From an optimization exercise on the open Yosys and OpenROAD flow, aimed at small area and few clock cycles; shortcuts taken in it are not production practice. At most, simulation tests tie the RTL to the original design; equivalence was not proved. Power and IR drop assume default switching activity.

==> v10: inputs <==
==> flow/design.v <==
`timescale 1ns / 1ps
package tde_pkg;
  localparam int NUM_TRACKERS = 5;
  localparam int COORD_W      = 32;
  localparam int TRK_W        = 3;
  localparam int CNT_W        = 8;
  localparam int FILL_W       = 2;
  localparam int DIFF_W       = COORD_W + 1;
  localparam int SUM_W        = DIFF_W + CNT_W + 1;
  typedef logic signed [COORD_W-1:0] coord_t;
  localparam coord_t COORD_MAX = {1'b0, {(COORD_W-1){1'b1}}};
  localparam coord_t COORD_MIN = {1'b1, {(COORD_W-1){1'b0}}};
endpackage
`timescale 1ns / 1ps
module tde_ram #(
  parameter int WIDTH = 32
) (
  input  logic             clk,
  input  logic             meas_we,
  input  logic [WIDTH-1:0] meas,
  input  logic             rep_we,
  input  logic [WIDTH-1:0] rep,
  output logic [WIDTH-1:0] newest,
  output logic [WIDTH-1:0] older,
  output logic [WIDTH-1:0] shown
);
  logic [WIDTH-1:0] new_r;
  logic [WIDTH-1:0] old_r;
  logic [WIDTH-1:0] shown_r;
  always_ff @(posedge clk) begin
    if (meas_we) begin
      new_r <= meas;
      old_r <= new_r;
    end
    if (rep_we) begin
      shown_r <= rep;
    end
  end
  assign newest = new_r;
  assign older  = old_r;
  assign shown  = shown_r;
endmodule
`timescale 1ns / 1ps
module tde_update (
  input  logic                      clk,
  input  logic                      rst_n,
  input  logic                      accept,
  input  logic [tde_pkg::TRK_W-1:0] tracker,
  input  logic                      measured_ok,
  input  logic [tde_pkg::CNT_W-1:0] max_dropout,
  output logic [tde_pkg::NUM_TRACKERS-1:0] hit,
  output logic                      extrap,
  output logic [2:0]                mode
);
  localparam int NT = tde_pkg::NUM_TRACKERS;
  logic [tde_pkg::FILL_W-1:0] fill_r [NT];
  logic [tde_pkg::CNT_W-1:0]  lost_r [NT];
  logic [tde_pkg::FILL_W-1:0] fill_sel;
  logic [tde_pkg::CNT_W-1:0]  lost_sel;
  logic [tde_pkg::CNT_W-1:0]  lost_inc;
  logic                       in_range;
  always_comb begin
    fill_sel = '0;
    lost_sel = '0;
    for (int t = 0; t < NT; t++) begin
      hit[t] = tracker == tde_pkg::TRK_W'(t);
      if (hit[t]) begin
        fill_sel = fill_r[t];
        lost_sel = lost_r[t];
      end
    end
  end
  assign in_range = |hit;
  assign extrap   = in_range && !measured_ok && (max_dropout != '0) &&
                    fill_sel[1] && (lost_sel < max_dropout);
  assign lost_inc = lost_sel + tde_pkg::CNT_W'(1);
  assign mode[0]  = in_range && measured_ok;
  assign mode[1]  = extrap;
  assign mode[2]  = in_range && !measured_ok && !extrap && (fill_sel != '0);
  always_ff @(posedge clk) begin
    for (int t = 0; t < NT; t++) begin
      if (!rst_n) begin
        fill_r[t] <= '0;
      end else if (accept && hit[t] && measured_ok) begin
        fill_r[t] <= {fill_r[t][1] | fill_r[t][0], ~(fill_r[t][1] | fill_r[t][0])};
      end
    end
  end
  always_ff @(posedge clk) begin
    for (int t = 0; t < NT; t++) begin
      if (accept && hit[t] && (measured_ok || extrap)) begin
        lost_r[t] <= measured_ok ? '0 : lost_inc;
      end
    end
  end
endmodule
`timescale 1ns / 1ps
module tde_extrap (
  input  logic [tde_pkg::COORD_W-1:0] newest,
  input  logic [tde_pkg::COORD_W-1:0] older,
  input  logic [tde_pkg::COORD_W-1:0] shown,
  output logic [tde_pkg::COORD_W-1:0] pos
);
  localparam int CW = tde_pkg::COORD_W;
  localparam int SW = CW + 2;
  function automatic logic [SW-1:0] bk_add(input logic [SW-1:0] a, input logic [SW-1:0] b);
    logic [SW-1:0] g, p, h;
    g = a & b;
    p = a ^ b;
    h = p;
    for (int l = 0; (1 << l) < SW; l++) begin
      for (int i = (2 << l) - 1; i < SW; i += (2 << l)) begin
        g[i] = g[i] | (p[i] & g[i - (1 << l)]);
        p[i] = p[i] & p[i - (1 << l)];
      end
    end
    for (int l = $clog2(SW) - 2; l >= 0; l--) begin
      for (int i = 3 * (1 << l) - 1; i < SW; i += (2 << l)) begin
        g[i] = g[i] | (p[i] & g[i - (1 << l)]);
        p[i] = p[i] & p[i - (1 << l)];
      end
    end
    bk_add = h ^ {g[SW-2:0], 1'b0};
  endfunction
  logic [SW-1:0] sum;
  logic [CW-1:0] ext;
  logic [SW-1:0] csa_a, csa_b, csa_c, csa_s, csa_k;
  assign csa_a = {{2{shown[CW-1]}}, shown};
  assign csa_b = {{2{newest[CW-1]}}, newest};
  assign csa_c = ~{{2{older[CW-1]}}, older};
  logic [SW-1:0] nca, ncb, ncc, ns, nk;
  assign nca = ~csa_a;
  assign ncb = ~csa_b;
  assign ncc = ~csa_c;
  assign ns  = nca ^ ncb ^ ncc;
  assign nk  = (nca & ncb) | (nca & ncc) | (ncb & ncc);
  assign csa_s = ~ns;
  assign csa_k = ~nk;
  assign sum   = bk_add(csa_s, {csa_k[SW-2:0], 1'b1});
  always_comb begin
    if (sum[SW-1:CW-1] == '0 || sum[SW-1:CW-1] == '1) begin
      ext = sum[CW-1:0];
    end else if (sum[SW-1]) begin
      ext = tde_pkg::COORD_MIN;
    end else begin
      ext = tde_pkg::COORD_MAX;
    end
  end
  assign pos = ext;
endmodule
`timescale 1ns / 1ps
module tracker_dropout_extrapolator (
  input  logic        clk,
  input  logic        rst_n,
  input  logic        in_valid,
  output logic        in_ready,
  input  logic [2:0]  in_tracker_id,
  input  logic        in_measured_ok,
  input  logic [31:0] in_meas_x,
  input  logic [31:0] in_meas_y,
  input  logic [31:0] in_meas_z,
  output logic        out_valid,
  input  logic        out_ready,
  output logic [2:0]  out_tracker,
  output logic        out_valid_pose,
  output logic        out_extrapolated,
  output logic [31:0] out_rep_x,
  output logic [31:0] out_rep_y,
  output logic [31:0] out_rep_z,
  input  logic        cfg_valid,
  output logic        cfg_ready,
  input  logic [7:0]  cfg_max_dropout_frames
);
  localparam int NT = tde_pkg::NUM_TRACKERS;
  localparam int CW = tde_pkg::COORD_W;
  logic [tde_pkg::CNT_W-1:0] max_drop_r;
  logic                      accept;
  logic                      take;
  logic [NT-1:0]             hit;
  logic                      extrap;
  logic [2:0]                mode;
  logic                      out_v_r;
  logic [tde_pkg::TRK_W-1:0] out_trk_r;
  logic [NT-1:0]             out_sel_r;
  logic [2:0]                out_mode_r;
  logic [CW-1:0] new_x [NT];
  logic [CW-1:0] new_y [NT];
  logic [CW-1:0] new_z [NT];
  logic [CW-1:0] old_x [NT];
  logic [CW-1:0] old_y [NT];
  logic [CW-1:0] old_z [NT];
  logic [CW-1:0] shw_x [NT];
  logic [CW-1:0] shw_y [NT];
  logic [CW-1:0] shw_z [NT];
  logic [CW-1:0] sel_new_x, sel_new_y, sel_new_z;
  logic [CW-1:0] sel_old_x, sel_old_y, sel_old_z;
  logic [CW-1:0] sel_shw_x, sel_shw_y, sel_shw_z;
  logic [CW-1:0] pos_x, pos_y, pos_z;
  assign cfg_ready = 1'b1;
  assign in_ready  = !out_v_r || out_ready;
  assign accept    = in_valid && in_ready;
  assign take      = out_v_r && out_ready;
  always_ff @(posedge clk) begin
    if (!rst_n) begin
      max_drop_r <= '0;
    end else if (cfg_valid) begin
      max_drop_r <= cfg_max_dropout_frames;
    end
  end
  tde_update u_update (
    .clk         (clk),
    .rst_n       (rst_n),
    .accept      (accept),
    .tracker     (in_tracker_id),
    .measured_ok (in_measured_ok),
    .max_dropout (max_drop_r),
    .hit         (hit),
    .extrap      (extrap),
    .mode        (mode)
  );
  for (genvar t = 0; t < NT; t++) begin : g_trk
    logic meas_we;
    logic rep_we;
    assign meas_we = accept && hit[t] && in_measured_ok;
    assign rep_we  = take && out_sel_r[t];
    tde_ram #(.WIDTH(CW)) u_hx (.clk(clk), .meas_we(meas_we), .meas(in_meas_x),
                                .rep_we(rep_we), .rep(pos_x),
                                .newest(new_x[t]), .older(old_x[t]), .shown(shw_x[t]));
    tde_ram #(.WIDTH(CW)) u_hy (.clk(clk), .meas_we(meas_we), .meas(in_meas_y),
                                .rep_we(rep_we), .rep(pos_y),
                                .newest(new_y[t]), .older(old_y[t]), .shown(shw_y[t]));
    tde_ram #(.WIDTH(CW)) u_hz (.clk(clk), .meas_we(meas_we), .meas(in_meas_z),
                                .rep_we(rep_we), .rep(pos_z),
                                .newest(new_z[t]), .older(old_z[t]), .shown(shw_z[t]));
  end
  always_ff @(posedge clk) begin
    if (!rst_n) begin
      out_v_r <= 1'b0;
    end else begin
      out_v_r <= accept || (out_v_r && !out_ready);
    end
  end
  always_ff @(posedge clk) begin
    if (accept) begin
      out_trk_r  <= in_tracker_id;
      out_sel_r  <= hit;
      out_mode_r <= mode;
    end
  end
  logic [NT-1:0] use_new, use_old, use_shw;
  assign use_new = out_sel_r & {NT{out_mode_r[0] | out_mode_r[1]}};
  assign use_old = out_sel_r & {NT{out_mode_r[1]}};
  assign use_shw = out_sel_r & {NT{out_mode_r[1] | out_mode_r[2]}};
  always_comb begin
    sel_new_x = '0; sel_new_y = '0; sel_new_z = '0;
    sel_old_x = '0; sel_old_y = '0; sel_old_z = '0;
    sel_shw_x = '0; sel_shw_y = '0; sel_shw_z = '0;
    for (int t = 0; t < NT; t++) begin
      sel_new_x = sel_new_x | ({CW{use_new[t]}} & new_x[t]);
      sel_new_y = sel_new_y | ({CW{use_new[t]}} & new_y[t]);
      sel_new_z = sel_new_z | ({CW{use_new[t]}} & new_z[t]);
      sel_old_x = sel_old_x | ({CW{use_old[t]}} & old_x[t]);
      sel_old_y = sel_old_y | ({CW{use_old[t]}} & old_y[t]);
      sel_old_z = sel_old_z | ({CW{use_old[t]}} & old_z[t]);
      sel_shw_x = sel_shw_x | ({CW{use_shw[t]}} & shw_x[t]);
      sel_shw_y = sel_shw_y | ({CW{use_shw[t]}} & shw_y[t]);
      sel_shw_z = sel_shw_z | ({CW{use_shw[t]}} & shw_z[t]);
    end
  end
  tde_extrap u_ex (.newest(sel_new_x), .older(sel_old_x), .shown(sel_shw_x), .pos(pos_x));
  tde_extrap u_ey (.newest(sel_new_y), .older(sel_old_y), .shown(sel_shw_y), .pos(pos_y));
  tde_extrap u_ez (.newest(sel_new_z), .older(sel_old_z), .shown(sel_shw_z), .pos(pos_z));
  assign out_valid        = out_v_r;
  assign out_tracker      = out_trk_r;
  assign out_valid_pose   = out_mode_r[0] | out_mode_r[1];
  assign out_extrapolated = out_mode_r[1];
  assign out_rep_x        = pos_x;
  assign out_rep_y        = pos_y;
  assign out_rep_z        = pos_z;
endmodule
==> flow/flow/run.sh <==
#!/bin/bash
set -o pipefail
cp standard.sh standard_sh_copy.log 2>/dev/null
export BUFFER_PORTS_ARGS="-buffer_cell sky130_fd_sc_hd__buf_1"
bash standard.sh finish > standard.log 2>&1
==> flow/standard.sh <==
#!/bin/bash
# synth_recipe.tcl (not shown) runs the flow's synth.tcl, then flattens the netlist and writes it again
# the make line also repeats each setting of config.mk as NAME=value (left out here)
make -C /OpenROAD-flow-scripts/flow DESIGN_CONFIG=/design/flow/config.mk WORK_HOME=/design/flow/orfs CLKGATE_MAP_FILE= SYNTH_SCRIPT=/design/flow/synth_recipe.tcl "${@:-finish}"
==> flow/config.mk <==
export PLATFORM = sky130hd
export DESIGN_NAME = tracker_dropout_extrapolator
export DESIGN_NICKNAME = tracker_dropout_extrapolator
export VERILOG_FILES = /design/flow/design.v
export SDC_FILE = /design/flow/constraint.sdc
export NUM_CORES = 4
export LEC_CHECK = 0
export CAP_MARGIN = 20
export CORE_MARGIN = 2
export CORE_UTILIZATION = 75
export CTS_BUF_LIST = sky130_fd_sc_hd__clkbuf_8
export CTS_CLUSTER_DIAMETER = 45
export CTS_CLUSTER_SIZE = 16
export SLEW_MARGIN = 20
==> flow/constraint.sdc <==
create_clock -name core_clock -period 12.0 [get_ports {clk}]
set_input_delay 2.4000 -clock core_clock [delete_from_list [all_inputs] [get_ports {clk}]]
set_output_delay 2.4000 -clock core_clock [all_outputs]
set_load 0.01 [all_outputs]
==> v34: changes against v10 <==
--- a/flow/design.v
+++ b/flow/design.v
@@ -129,12 +129,6 @@
   assign csa_b = {{2{newest[CW-1]}}, newest};
   assign csa_c = ~{{2{older[CW-1]}}, older};
-  logic [SW-1:0] nca, ncb, ncc, ns, nk;
-  assign nca = ~csa_a;
-  assign ncb = ~csa_b;
-  assign ncc = ~csa_c;
-  assign ns  = nca ^ ncb ^ ncc;
-  assign nk  = (nca & ncb) | (nca & ncc) | (ncb & ncc);
-  assign csa_s = ~ns;
-  assign csa_k = ~nk;
+  assign csa_s = csa_a ^ csa_b ^ csa_c;
+  assign csa_k = (csa_a & csa_b) | (csa_a & csa_c) | (csa_b & csa_c);
   assign sum   = bk_add(csa_s, {csa_k[SW-2:0], 1'b1});
   always_comb begin
==> flow/run.sh (new file) <==
#!/bin/bash
# synth_recipe.tcl (not shown) runs the flow's synth.tcl, then flattens the netlist and writes it again
# the make line also repeats each setting of config.mk as NAME=value (left out here)
make -C /OpenROAD-flow-scripts/flow DESIGN_CONFIG=/design/flow/config.mk WORK_HOME=/design/flow/orfs CLKGATE_MAP_FILE= SYNTH_SCRIPT=/design/flow/synth_recipe.tcl finish
--- a/flow/config.mk
+++ b/flow/config.mk
@@ -8,5 +8,5 @@
 export CAP_MARGIN = 20
 export CORE_MARGIN = 2
-export CORE_UTILIZATION = 75
+export CORE_UTILIZATION = 65
 export CTS_BUF_LIST = sky130_fd_sc_hd__clkbuf_8
 export CTS_CLUSTER_DIAMETER = 45
removed: flow/flow/run.sh
removed: flow/standard.sh
==> run summary <==
DRT iter0 DRCs roughly 5200; Multi-Input Combinational 1806; Post-Synth XOR/XNOR Area less than 1%; Comb power frac between 20% and 30%; Power Internal between 9000 and 10000 uW; status timing/DRC/antenna clean; commonest non-fill, non-tap cells in the layout edfxtp_1 (1491), nand2_1 (425), a22oi_1 (359); Well Taps ~1100
[end of results for v10]
==> run summary <==
status timing/DRC/antenna clean; Multi-Input Combinational between 1500 and 2000; Well Taps between 1000 and 1500; Comb power frac between 20% and 30%; Power Internal around 9900 uW
[end of results for v34]
Testbench counts of v34, summed over its fixed seeds: cycles 12,016.
No functional check of the RTL was part of v10.

## separate check: timing with driven ports
The flow's constraints put no driver on any port. The routed layouts listed below were extracted and timed again, unchanged, in two steps. Step 1 sets driving cells, clkbuf_16 on the clock port and buf_2 on the other inputs (assumed; they add their load-dependent delay and slew). Step 2, shift: input delay + t, output delay - t, t = (earliest + latest rising clock arrival at the registers) / 2. This alone moves slack from input paths to output paths. a / b / c = ideal / step 1 / step 2; a / b = the first two.
run	t, ns	slack for setup (ns)	worst setup path at the end	pins driven straight from the clock port
v10	0.889	0.775 / 0.708 / 1.597	register to output	1
v34	0.912	0.747 / 0.683 / 1.595	register to output	1
After both steps every run listed still meets setup and hold.
